Background: an optimization exercise with open tools, aiming at small area. Do not read the settings as production practice. In this exercise RTL edits were held to simulation tests only and were not proved equivalent to the original.

==> design/flow/design.v <==
`default_nettype none
package mlp_pkg;
    typedef logic [16-1:0] word_t;
    typedef enum logic [1:0] {
        SEG_SHR2,
        SEG_SHR3,
        SEG_SHR5,
        SEG_ONE
    } sig_seg_e;
    typedef enum logic [2-1:0] {
        REG_X1     = 2'd0,
        REG_X2_GO  = 2'd1,
        REG_STATUS = 2'd2
    } wb_reg_e;
endpackage
`default_nettype wire
`timescale 1ns/10ps
`default_nettype none
module mlp_top (
    input  logic                  clk,
    input  logic                  rst,
    input  logic                  wb_cyc,
    input  logic                  wb_stb,
    input  logic                  wb_we,
    input  logic [2-1:0] wb_adr,
    input  mlp_pkg::word_t        wb_dat_i,
    output mlp_pkg::word_t        wb_dat_o,
    output logic                  wb_ack,
    output logic                  result_valid,
    output mlp_pkg::word_t        sig_value,
    output logic                  class_out
);
    logic [15:0] x1, x2;
    logic [7:0]  cnt;
    logic [1:0]  adr_q;
    logic [3:0]  vld;
    logic        access, launch;
    assign access = wb_cyc && wb_stb && !wb_ack;
    assign launch = access && wb_we && (wb_adr == 2'd1);
    always_ff @(posedge clk)
    begin
        if (rst)
        begin
            wb_ack       <= 1'b0;
            x1           <= '0;
            x2           <= '0;
            cnt          <= '0;
            vld          <= '0;
            result_valid <= 1'b0;
        end
        else
        begin
            wb_ack       <= access;
            vld          <= {vld[2:0], launch};
            result_valid <= vld[3];
            if (access && wb_we && wb_adr == 2'd0)
                x1 <= wb_dat_i;
            if (launch)
            begin
                x2  <= wb_dat_i;
                cnt <= cnt + 1'b1;
            end
        end
    end
    always_ff @(posedge clk)
    begin
        if (access)
            adr_q <= wb_adr;
    end
    always_comb
    begin
        case (adr_q)
            2'd0:    wb_dat_o = x1;
            2'd1:    wb_dat_o = x2;
            2'd2:    wb_dat_o = {8'h00, cnt};
            default: wb_dat_o = '0;
        endcase
    end
    function automatic logic [15:0] relu(input logic [15:0] v);
        relu = v[15] ? '0 : v;
    endfunction
    function automatic logic [31:0] csa(input logic [15:0] p, input logic [15:0] q, input logic [15:0] r);
        logic [15:0] k;
        k = (p & q) | (p & r) | (q & r);
        csa = {k[14:0], 1'b0, p ^ q ^ r};
    endfunction
    function automatic logic [15:0] add(input logic [15:0] p, input logic [15:0] q);
        logic [15:0] g, t;
        g = p & q;
        t = p ^ q;
        for (int d = 1; d < 16; d = d * 2)
            for (int i = 2 * d - 1; i < 16; i += 2 * d)
            begin
                g[i] = g[i] | (t[i] & g[i - d]);
                t[i] = t[i] & t[i - d];
            end
        for (int d = 4; d >= 1; d = d / 2)
            for (int i = 3 * d - 1; i < 16; i += 2 * d)
            begin
                g[i] = g[i] | (t[i] & g[i - d]);
                t[i] = t[i] & t[i - d];
            end
        add = (p ^ q) ^ {g[14:0], 1'b0};
    endfunction
    function automatic logic [15:0] add3(input logic [15:0] p, input logic [15:0] q, input logic [15:0] r);
        logic [31:0] s;
        s = csa(p, q, r);
        add3 = add(s[15:0], s[31:16]);
    endfunction
    function automatic logic [15:0] add4(input logic [15:0] p, input logic [15:0] q, input logic [15:0] r,
                                         input logic [15:0] w);
        logic [31:0] s, u;
        s = csa(p, q, r);
        u = csa(s[15:0], s[31:16], w);
        add4 = add(u[15:0], u[31:16]);
    endfunction
    logic [15:0] a_raw, b_raw, c_raw;
    logic [14:0] a_q, b_q, c_q;
    assign a_raw = add(~x1, ~x2);
    assign b_raw = add( x1, ~x2);
    assign c_raw = add(~x1,  x2);
    always_ff @(posedge clk)
    begin
        a_q <= a_raw[15] ? '0 : a_raw[14:0];
        b_q <= b_raw[15] ? '0 : b_raw[14:0];
        c_q <= c_raw[15] ? '0 : c_raw[14:0];
    end
    logic        ph;
    logic [15:0] a, b, c, c2, c4;
    logic [15:0] u0, u1, u2, u3, u4;
    logic [15:0] acc_s, acc_c, fb_s, fb_c;
    logic [31:0] l0, l1, l2, l3, l4;
    assign ph = vld[1];
    assign a  = {1'b0, a_q};
    assign b  = {1'b0, b_q};
    assign c  = {1'b0, c_q};
    assign c2 = {c_q, 1'b0};
    assign c4 = {c_q[13:0], 2'b00};
    always_comb
    begin
        u0 = relu(add4(a, b, ph ? ~c2 : ~c4, ph ? 16'hFFFD : 16'hFFFC));
        u1 = relu(add4(~a, ~b, ph ? c2 : c4, ph ? 16'hFFFE : 16'hFFFF));
        if (ph)
            u1 = u1 << 1;
        u2 = relu(add4(a, a << 1, b, ph ? ~c2 - 16'd2 : 16'hFFFE));
        if (ph)
            u2 = u2 << 1;
        u3 = relu(add4(a, ph ? ~b : b, c2, 16'hFFFE));
        u4 = relu(add4(~a, ph ? b : ~b, 16'hFFFD, 16'h0000));
    end
    assign fb_s = ph ? '0 : acc_s;
    assign fb_c = ph ? '0 : acc_c;
    always_comb
    begin
        l0 = csa(u0, u1, u2);
        l1 = csa(u3, u4, fb_s);
        l2 = csa(l0[15:0], l0[31:16], l1[15:0]);
        l3 = csa(l1[31:16], fb_c, l2[15:0]);
        l4 = csa(l2[31:16], l3[15:0], l3[31:16]);
    end
    always_ff @(posedge clk)
    begin
        acc_s <= l4[15:0];
        acc_c <= l4[31:16];
    end
    logic [15:0] s;
    logic [9:0]  e_d, e_q;
    assign s = add(acc_s, acc_c);
    always_comb
    begin
        if (s < 16'd1024)
            e_d = {2'b00, s[9:2]};
        else if (s < 16'd2432)
            e_d = 10'((s >> 3) + 16'd128);
        else if (s < 16'd5120)
            e_d = 10'((s >> 5) + 16'd352);
        else
            e_d = 10'd512;
    end
    always_ff @(posedge clk)
    begin
        e_q <= e_d;
    end
    assign sig_value = {5'b00000, e_q[9], ~e_q[9], e_q[8:0]};
    assign class_out = |e_q;
endmodule
`default_nettype wire
==> design/flow/run.sh <==
#!/bin/bash
# synth_recipe.tcl (not shown) runs the flow's synth.tcl, then flattens the netlist and writes it again
# the make line also repeats each setting of config.mk as NAME=value (left out here)
make -C /OpenROAD-flow-scripts/flow DESIGN_CONFIG=/design/flow/config.mk WORK_HOME=/design/flow/orfs CLKGATE_MAP_FILE= SYNTH_SCRIPT=/design/flow/synth_recipe.tcl finish
==> design/flow/config.mk <==
export PLATFORM = sky130hd
export DESIGN_NAME = mlp_top
export DESIGN_NICKNAME = mlp_top
export VERILOG_FILES = /design/flow/design.v
export SDC_FILE = /design/flow/constraint.sdc
export NUM_CORES = 4
export LEC_CHECK = 0
export CAP_MARGIN = 20
export CORE_MARGIN = 2
export CORE_UTILIZATION = 40
export SLEW_MARGIN = 20
==> design/flow/constraint.sdc <==
create_clock -name core_clock -period 7.0 [get_ports {clk}]
set_input_delay 1.4000 -clock core_clock [delete_from_list [all_inputs] [get_ports {clk}]]
set_output_delay 1.4000 -clock core_clock [all_outputs]
set_load 0.01 [all_outputs]
==> key figures <==
STA
  – Tmin final: 6654 ps
  – Fmax: 0.1503 GHz
  – Worst slew margin: roughly two fifths
  – Worst hold slack: 448.7 ps
  – Fin Clk Skew: 17.23 ps
  – Final hold vios: 0
  – Slew of the pin with the lowest slew margin: 864.1 ps
  – Max-slew violation count: 0
  – Post-route setup TNS: 0 ps
  – Fin crit share: 95.06%
  – Endpoints failing setup: 0

Status
  – Outcome: complete, no violations

Detailed routing
  – Detailed Route Iter0 Violations: 326
  – DRC violations left: 0
  – Detail Route Antenna Nets: 0
  – Avg Vias per Cell: 4.707
  – Met2 WL: 14950 um
  – Met3 wire len: 1016 um
  – Wl on met1: 15320 um
  – Via count: ~11000
  – DRT Wirelength: between 30000 and 40000 um
  – Drt wl/cell: about 14 um
  – First-pass iteration count of the detailed router: 4
  – Max layer used: met4

Setup path
  – Worst setup startpoint: a_q[1]
  – CP bufs+invs: 6
  – Max incr delay on CP: roughly 540 ps
  – Top delay family on crit path: adder cells
  – Worst Setup EP: acc_s[11]
  – Crit end category: flop
  – Setup Crit Path Kind: flop to flop
  – Reg2Reg Setup Slack: 350 ps
  – WP data arrival: 6970 ps
  – Setup crit start kind: flop
  – R2R depth: 25
  – Crit-path slowest cell: fa_1
  – CP Max Fanout: 7
  – Reg-to-Reg Start: a_q[1]
  – Cell count along the critical path: 25
  – CP most frequent cell: fa_1
  – Req. time, crit path: about 7300 ps
  – RR Endpoint: acc_s[11]

Synth
  – Count of different cell masters after synthesis: 54
  – Post-synth EDFFs: 2
  – Top_reg_cell synth: dfxtp_1
  – Avg Inst Size Synth: 8.735 um^2
  – Synthesized area: 15040 um^2
  – Syn. warnings: 1
  – Ys async rst share: 0%
  – Synth Register Bits: 133
  – Register area share after synthesis: 17.83%
  – Cells after Synth: between 1500 and 2000

Global route
  – Largest net degree at the start of global routing: 49
  – Vias in the first global route: between 10000 and 15000
  – Gr ovfl total: 0
  – First-pass GRT wire length: roughly 54000 um
  – Initial antenna violation count: 0
  – Total track usage: between 15 and 20%

Die
  – Die Footprint: approximately 40000 um^2
  – Floorplan die height: 197.9 um
  – # rows: 71
  – Io pins: between 50 and 60
  – Core Area: 37310 um^2
  – Initial core utilization: about 40%
  – Die X: between 150 and 200 um

Finish
  – Layout cells sized above 1: 5.459%
  – Layout area overhead: 11.50%
  – Fin nets: 2176
  – Number of antenna cells inserted: 0
  – Non-Filler Instances: 2251

Clocking
  – CTS Sinks: 133
  – # hold bufs at CTS: 0
  – Clk root buf: clkbuf_16
  – CTS clk-pin slew, worst paths: about 60 ps
  – CTS tree: yes
  – Cts bufs inserted: 17
  – Maximum buffer depth of the clock tree: 2
  – Htree depth: 4
  – Latest clock arrival within the worst-skew pair: 440 ps

Placement
  – Placed insts: about 2200
  – Placer Congestion: 0.8441
  – Post-DP HPWL: 26620 um
  – Port buffer count: 52

Min path
  – Hold crit path type: flop to flop

Job
  – MaxCap Viol Count: 0
==> layout by cell type, fill, tap and decap left out, types with 29 or more instances in the layout <==
master,count
inv_1,387
nand2_1,199
ha_1,193
fa_1,192
dfxtp_1,125
nor2_1,97
xnor2_1,74
a21oi_1,71
clkdlybuf4s50_1,52
o21ai_0,46
xor2_1,37
nand2b_1,29
==> final cells by class <==
class	count	area, um^2
Sequential cell	133	2693
Multi-Input combinational cell	1149	10780
Clock inverter	12	93.84
Fill cell	3627	20540
Inverter	392	1471
Timing Repair Buffer	72	686.9
Clock buffer	19	454.2
Tap cell	474	593.1
==> state kept, by name, summed over array words and instances, names as in the netlist <==
signal        cells
acc_s            16
x1               16
x2               16
a_q              15
b_q              15
c_q              15
acc_c            14
e_q              10
cnt               8
vld               4
adr_q             2
result_valid      1
wb_ack            1
==> worst register-to-register path, delay by kind of cell, from the launching register on <==
| kind | cells | cell delay [ps] |
|---|---|---|
| buffers and inverters | 6 | 480 |
| DFF | 1 | 400 |
| adders and majority gates | 8 | 3570 |
| AOI/OAI and AO/OA | 8 | 1470 |
| xor gates and xnor gates | 3 | 600 |
==> Yosys cell counts, types with 7 or more instances <==
library cell | count | area (um^2)
clkbuf_1 | 30 | 112.6
xnor2_1 | 78 | 683.2
nand2_1 | 200 | 750.7
a21oi_1 | 76 | 380.4
inv_1 | 389 | 1460
buf_1 | 10 | 37.54
dfxtp_1 | 131 | 2623
nor2b_1 | 24 | 150.1
o211ai_1 | 11 | 82.58
o21a_1 | 9 | 67.56
ha_1 | 195 | 2440
nor2_1 | 97 | 364.1
fa_1 | 193 | 3864
and2_1 | 21 | 131.4
xor2_1 | 38 | 332.8
nand3_1 | 9 | 45.04
a21o_1 | 18 | 135.1
mux2i_1 | 23 | 230.2
buf_2 | 7 | 35.03
nand4_1 | 11 | 68.82
nand2b_1 | 29 | 181.4
o21ai_0 | 46 | 230.2
==> layer usage <==
layer	up-vias	GRT usage [%]
li1	5337	-
met1	5085	22.73
met2	147	29.98
met3	26	2.674
met4	0	3.564
met5	-	0
==> per-stage QoR <==
stage / instance area [um^2] / utilization (%) / setup WS [ps]
after floorplan: 15060 / - / 23.07
after global placement: 16100 / 43.14 / 176.3
after detailed placement: 16100 / 43.16 / 84.29
after CTS: 16650 / 44.63 / 55.97
after global routing: 16770 / 44.95 / -7.136
final: 16770 / 44.95 / 346.1
==> how the worst min path moves through the flow <==
stage,from,to,slack (ps),cells after the start
floorplan,vld[3],result_valid,410,1
global placement,vld[2],vld[3],430,1
detailed placement,vld[2],vld[3],440,1
CTS,vld[2],vld[3],450,1
global route,vld[2],vld[3],460,1
finish,vld[2],vld[3],450,1
==> repair_timing <==
action,CTS,global route
buffers inserted,0,1
setup endpoints to repair,0,26
resized for setup,0,33
==> kinds of logic (layout without fill, tap and decap cells) <==
kind of cell / count (synthesis) / after routing / synth area share (%)
buf+inv: 444 / 495 / 11.26
simple gates: 414 / 414 / 12.28
fa+ha+maj: 388 / 388 / 41.91
compound gates: 199 / 199 / 8.110
flops: 133 / 133 / 17.83
xor+xnor: 116 / 116 / 6.754
mux: 27 / 27 / 1.830
other cells: 1 / 5 / 0.02493

-- static timing again, ports no longer ideal --
The flow's constraints put no driver on any port. The routed layout listed below was extracted and timed again, unchanged, in two steps.
Step 1 sets driving cells, clkbuf_16 on the clock port and buf_2 on the other inputs (assumed; they add their load-dependent delay and slew).
Step 2, shift: input delay + t, output delay - t, t = (earliest + latest rising clock arrival at the registers) / 2. This alone moves slack from input paths to output paths.
Slacks: no drivers / after step 1 / after step 2; pairs: no drivers / after step 1.
t (ns): 0.487
slack for setup (ns): 0.346 / 0.346 / 0.346
slew at the worst register clock pin (ns): 0.07 / 0.07
pins driven straight from the clock port: 1
After both steps setup and hold are still met in this run. For this run, drivers alone change the setup slack by 0.000 ns; drivers and shift together by 0.000 ns.
